Background: an optimization exercise with open tools, aiming at small area. Do not read the settings as production practice.
Function was checked by simulation only, so behaviour that the tests miss may differ from the original.
Power figures rest on the tool's default switching activity, not on a simulated workload.

exp/umber:
## writeback_regfile
module writeback_regfile
#(
    parameter int XLEN  = writeback_regfile_pkg::WB_XLEN,
    parameter int NREG  = writeback_regfile_pkg::REG_NUM,
    parameter int CNT_W = 32
) (
    input  logic                    clock,
    input  logic                    reset,
    input  logic                    RegWrite,
    input  logic [1:0]              ResultSrc,
    input  logic [$clog2(NREG)-1:0] RegAdrWrite,
    input  logic [XLEN-1:0]         ALUResult,
    input  logic [XLEN-1:0]         ReadData,
    input  logic [XLEN-1:0]         PCPlus4,
    input  logic [XLEN-1:0]         ExtImm,
    input  logic [$clog2(NREG)-1:0] Rs1Adr,
    input  logic [$clog2(NREG)-1:0] Rs2Adr,
    output logic [XLEN-1:0]         Rs1Data,
    output logic [XLEN-1:0]         Rs2Data,
    output logic [XLEN-1:0]         Result,
    output logic [CNT_W-1:0]        WbCount
);
clock: 7.0 ns
lec_check: 0
cap_margin: 20
core_margin: 2
core_utilization: 55
setup_slack_margin: 0.1
slew_margin: 20
synth_hierarchical: 1
standard.sh (not shown) runs the stock make flow with config.mk's settings and CLKGATE_MAP_FILE= SYNTH_SCRIPT=/design/flow/synth_recipe.tcl, a recipe that flattens the netlist after the stock synthesis.
==> flow/flow/run.sh <==
#!/bin/bash
# Standard ORFS layout with changes that only affect how the layout is built:
# small port buffers, a clock tree with larger sink clusters and no dummy
# loads, and gate downsizing on paths with slack after global routing,
# followed by a second slew/capacitance repair (flow/post_grt.tcl). Synthesis gate
# sizes are reset to the smallest drive before placement (flow/post_floorplan.tcl).
set -euo pipefail
export BUFFER_PORTS_ARGS="-buffer_cell sky130_fd_sc_hd__buf_1"
export CTS_ARGS="-sink_clustering_enable -repair_clock_nets -dont_use_dummy_load -sink_clustering_size 25 -sink_clustering_max_diameter 100"
export RECOVER_POWER=100
export POST_GLOBAL_ROUTE_TCL="$PWD/flow/post_grt.tcl"
export POST_FLOORPLAN_TCL="$PWD/flow/post_floorplan.tcl"
bash standard.sh finish > make_finish.log 2>&1
==> flow/flow/post_floorplan.tcl <==
# Area recovery: start every combinational gate at its smallest drive
# strength (synthesis sized gates without wires). The flow's later
# repair_design and repair_timing upsize the ones that need it.
set db [ord::get_db]
set n 0
foreach inst [[ord::get_db_block] getInsts] {
  set m [[$inst getMaster] getName]
  if {![regexp {^(sky130_fd_sc_hd__[a-z0-9]+)_([0-9]+)$} $m -> base sz]} { continue }
  if {$sz <= 1} { continue }
  if {[regexp {__(df|edf|sdf|dl|clk|conb|tap|fill|decap|diode|buf)} $base]} { continue }
  foreach cand [list ${base}_1 ${base}_0] {
    set nm [$db findMaster $cand]
    if {$nm ne "NULL" && $nm ne ""} {
      $inst swapMaster $nm
      incr n
      break
    }
  }
}
puts "post_floorplan: downsized $n gates"
==> flow/flow/post_grt.tcl <==
# Power recovery may downsize drivers past the slew and capacitance limits:
# repair those again and legalise, then reroute the touched nets.
log_cmd global_route -start_incremental
repair_design_helper
log_cmd detailed_placement
log_cmd global_route -end_incremental
log_cmd estimate_parasitics -global_routing
report_worst_slack -max
report_check_types -max_slew -max_capacitance -violators
### exp/umber -> exp/zinc
Settings: swapping 55 for 40 in CORE_UTILIZATION.
exp/zinc ended with every stage complete and zero timing, DRC or antenna violations.
Measured against each other, exp/umber and exp/zinc differ in average routed wire per standard cell, the higher figure coming from exp/umber.
Diff exp/umber..exp/zinc | number of instances in the synthesized netlist | negligible
Routed length on met3 is lower on exp/zinc
In the flow results for exp/umber and exp/zinc, the number of inserted filler cells in the final layout is smaller on exp/umber.
In exp/zinc, number of global-route vias before repair is lower than in exp/umber.
NOTE first-iteration DRC count exp/umber->exp/zinc decreased by more than 10%
Cell area | exp/zinc vs exp/umber | exp/zinc larger
Compared with exp/umber, exp/zinc has less setup slack.
Static leakage power: exp/zinc vs exp/umber, no meaningful difference
Tightest hold margin was lower in the run labelled exp/umber.
Changes in exp/tundra relative to exp/zinc:
==> flow/flow/run.sh <==
#!/bin/bash
# Standard ORFS layout with changes that only affect how the layout is built:
# small port buffers, a clock tree with larger sink clusters and no dummy
# loads, and gate downsizing on paths with slack after global routing,
# followed by a second slew/capacitance repair (flow/post_grt.tcl).
set -euo pipefail
export BUFFER_PORTS_ARGS="-buffer_cell sky130_fd_sc_hd__buf_1"
export CTS_ARGS="-sink_clustering_enable -repair_clock_nets -dont_use_dummy_load -sink_clustering_size 25 -sink_clustering_max_diameter 100"
export RECOVER_POWER=100
export POST_GLOBAL_ROUTE_TCL="$PWD/flow/post_grt.tcl"
bash standard.sh finish > make_finish.log 2>&1
removed: flow/flow/post_floorplan.tcl
==> run notes <==
Post-place instance area essentially unchanged between exp/tundra and exp/zinc.
Global-route met1 utilization: exp/tundra and exp/zinc compared, higher one is exp/zinc
Measured against each other, exp/tundra and exp/zinc differ in antenna cell count, the lower figure coming from exp/zinc.
Global-route met2 utilization (lower): exp/zinc
For sum of met3 wire segment lengths after detailed routing, exp/tundra and exp/zinc come out practically identical.
exp/tundra vs. exp/zinc: sum of routed wire length over all layers +4.1%, number of inserted filler cells in the final layout ~0 delta.

---

== main ==
Another version of the RTL of writeback_regfile (not shown whole).
For scale: roughly 3500 cells after synthesis, roughly 1000 flip-flops, ~43000 µm² of cells after synthesis.
clock: 7.0 ns
lec_check: 0
cap_margin: 20
core_margin: 2
core_utilization: 50
cts_buf_list: sky130_fd_sc_hd__clkbuf_4 sky130_fd_sc_hd__clkbuf_8
slew_margin: 20
synth_hierarchical: 1
run.sh (not shown) runs the stock make flow with config.mk's settings and CLKGATE_MAP_FILE= SYNTH_SCRIPT=/design/flow/synth_recipe.tcl, a recipe that flattens the netlist after the stock synthesis.
Stock flow here: none of the scripts above is used.
Every stage of main finished as expected; the final checks, on the other hand, flagged setup timing, which means the layout fails.
Changes in the feature branch relative to main:
- CTS_BUF_LIST removed (was sky130_fd_sc_hd__clkbuf_4 sky130_fd_sc_hd__clkbuf_8)
- CORE_UTILIZATION changed from 50 to 30
FAIL for each of main and the feature branch. The feature branch: all stages done; final checks FAILED (setup timing). [flow] main | stages: complete | final checks: fail | reason: setup timing. Compared with main, in the feature branch fraction of cell area in non-clock buffers flat, fraction of layout cells with a size suffix above 1 went down 2.7 points, via count of the first global-routing pass down 2632. Area: the feature branch vs main -> the feature branch larger. Of main and the feature branch, the run reporting the higher post-synthesis to final-layout area growth was the feature branch.

---

the baseline:
RTL: one of the versions met above, not the one the previous note started from.
Size: roughly 280 I/O pins, ~42000 um2 of cells after synthesis.
==> flow/design.v (excerpt) <==
module writeback_regfile
#(
    parameter int XLEN  = writeback_regfile_pkg::WB_XLEN,
    parameter int NREG  = writeback_regfile_pkg::REG_NUM,
    parameter int CNT_W = 32
) (
    input  logic                    clock,
    input  logic                    reset,
    input  logic                    RegWrite,
    input  logic [1:0]              ResultSrc,
    input  logic [$clog2(NREG)-1:0] RegAdrWrite,
    input  logic [XLEN-1:0]         ALUResult,
    input  logic [XLEN-1:0]         ReadData,
    input  logic [XLEN-1:0]         PCPlus4,
    input  logic [XLEN-1:0]         ExtImm,
    input  logic [$clog2(NREG)-1:0] Rs1Adr,
    input  logic [$clog2(NREG)-1:0] Rs2Adr,
    output logic [XLEN-1:0]         Rs1Data,
    output logic [XLEN-1:0]         Rs2Data,
    output logic [XLEN-1:0]         Result,
    output logic [CNT_W-1:0]        WbCount
);
    localparam int AW = $clog2(NREG);
    logic [XLEN-1:0]  regs_nxt [1:NREG-1];
    logic [CNT_W-1:0] wb_count_r;
    logic [XLEN-1:0]  result_s;
    logic             commit_s;
    logic [NREG-1:1]  we_s;
    logic [NREG-1:1]  hold_s;
    logic [NREG-1:1]  sel1_s;
    logic [NREG-1:1]  sel2_s;
    wb_result_mux #(.W(XLEN)) u_result_mux (
        .ResultSrc (ResultSrc),
        .ALUResult (ALUResult),
        .ReadData  (ReadData),
        .PCPlus4   (PCPlus4),
        .ExtImm    (ExtImm),
        .Result    (result_s)
    );
    assign commit_s = RegWrite && !reset && (RegAdrWrite != {AW{1'b0}});
    for (genvar i = 1; i < NREG; i++) begin : g_reg
        assign we_s[i]   = commit_s && (RegAdrWrite == AW'(i));
        assign hold_s[i] = !reset && !we_s[i];
        wb_rf_row #(.W(XLEN)) u_row (
  ...
clock: 7.0 ns
lec_check: 0
cap_margin: 20
core_margin: 2
core_utilization: 40
setup_slack_margin: 0.1
slew_margin: 20
synth_hierarchical: 1
standard.sh (not shown) runs the stock make flow with config.mk's settings and CLKGATE_MAP_FILE= SYNTH_SCRIPT=/design/flow/synth_recipe.tcl, a recipe that flattens the netlist after the stock synthesis.
==> flow/flow/run.sh <==
#!/bin/bash
# Standard ORFS layout with changes that only affect how the layout is built:
# small port buffers and a clock tree with larger sink clusters and no dummy
# loads. All ORFS logs stay under orfs/logs; make's own output goes to
# make_finish.log here.
set -euo pipefail
export BUFFER_PORTS_ARGS="-buffer_cell sky130_fd_sc_hd__buf_1"
export CTS_ARGS="-sink_clustering_enable -repair_clock_nets -dont_use_dummy_load -sink_clustering_size 25 -sink_clustering_max_diameter 100"
bash standard.sh finish > make_finish.log 2>&1
Looking at the reports, the baseline completed the entire flow and the layout it produced met the timing, DRC and antenna checks.
Relative to the baseline, the following input files were edited for the candidate:
- swapping 40 for 62 in CORE_UTILIZATION
==> flow/flow/run.sh <==
#!/bin/bash
# Standard ORFS layout with changes that only affect how the layout is built:
# small port buffers, a clock tree with larger sink clusters and no dummy
# loads, and gate downsizing on paths with slack after global routing,
# followed by a second slew/capacitance repair (flow/post_grt.tcl). Synthesis gate
# sizes are reset to the smallest drive before placement (flow/post_floorplan.tcl).
set -euo pipefail
export BUFFER_PORTS_ARGS="-buffer_cell sky130_fd_sc_hd__buf_1"
export CTS_ARGS="-sink_clustering_enable -repair_clock_nets -dont_use_dummy_load -sink_clustering_size 25 -sink_clustering_max_diameter 100"
export RECOVER_POWER=100
export POST_GLOBAL_ROUTE_TCL="$PWD/flow/post_grt.tcl"
export POST_FLOORPLAN_TCL="$PWD/flow/post_floorplan.tcl"
bash standard.sh finish > make_finish.log 2>&1
==> flow/flow/post_floorplan.tcl (new file) <==
# Area recovery: start every combinational gate at its smallest drive
# strength (synthesis sized gates without wires). The flow's later
# repair_design and repair_timing upsize the ones that need it.
set db [ord::get_db]
set n 0
foreach inst [[ord::get_db_block] getInsts] {
  set m [[$inst getMaster] getName]
  if {![regexp {^(sky130_fd_sc_hd__[a-z0-9]+)_([0-9]+)$} $m -> base sz]} { continue }
  if {$sz <= 1} { continue }
  if {[regexp {__(df|edf|sdf|dl|clk|conb|tap|fill|decap|diode|buf)} $base]} { continue }
  foreach cand [list ${base}_1 ${base}_0] {
    set nm [$db findMaster $cand]
    if {$nm ne "NULL" && $nm ne ""} {
      $inst swapMaster $nm
      incr n
      break
    }
  }
}
puts "post_floorplan: downsized $n gates"
==> flow/flow/post_grt.tcl (new file) <==
# Power recovery may downsize drivers past the slew and capacitance limits:
# repair those again and legalise, then reroute the touched nets.
log_cmd global_route -start_incremental
repair_design_helper
log_cmd detailed_placement
log_cmd global_route -end_incremental
log_cmd estimate_parasitics -global_routing
report_worst_slack -max
report_check_types -max_slew -max_capacitance -violators
Results
Final layout net count delta (the candidate -> the baseline): insignificant. The candidate: antenna diode instance count higher than the baseline. On power: the candidate sits below the baseline. Diff the baseline and the candidate: relative max-transition margin lower in the candidate. Clock network fraction of design power for the candidate: 0.3 points down relative to the baseline. Comparing the baseline and the candidate, the lower fill cell instance count of the final layout is on the candidate. Compared with the baseline, the candidate shows a higher number of antenna violations at the first check in global routing. Relative to the baseline, number of search-and-repair iterations in the first detailed-routing pass has decreased by 8 in the candidate. For the number of cells in the finished layout apart from fillers, the candidate came in 9.9% lower than the baseline did. Between the baseline and the candidate, starting density of the core is lower for the baseline, the candidate comes in above that.

-- afterwards: timing with drivers on the ports --
No port has a modelled driver above. Below, the same layouts with a new extraction and two added sets of constraints.
Step 1: set_driving_cell puts a clkbuf_16 on clock and a buf_2 on each other input, an assumption about the parent block.
Step 2 moves the port delays by t, midway between the first and last clock arrival at a register: inputs arrive t later, outputs are due t later. That takes back most of the time a late clock gives input paths.
Slacks: no drivers / after step 1 / after step 2; pairs: no drivers / after step 1.
run | t (ns) | slack for setup (ns) | worst setup path at the end
exp/umber | 0.693 | 0.181 / 0.154 / 0.154 | input to output
exp/zinc | 0.704 | 0.151 / 0.117 / 0.117 | input to output
exp/tundra | 0.708 | 0.157 / 0.130 / 0.130 | input to output
main | 0.926 | -0.038 / -0.064 / -0.699 | input to register
the feature branch | 0.782 | -0.009 / -0.034 / -0.552 | input to register
the baseline | 0.706 | 0.440 / 0.411 / 0.411 | input to output
the candidate | 0.705 | 0.178 / 0.150 / 0.150 | input to output
The setup slack of main, which loses most, moves by -0.026 ns with the drivers and by -0.661 ns with both steps.
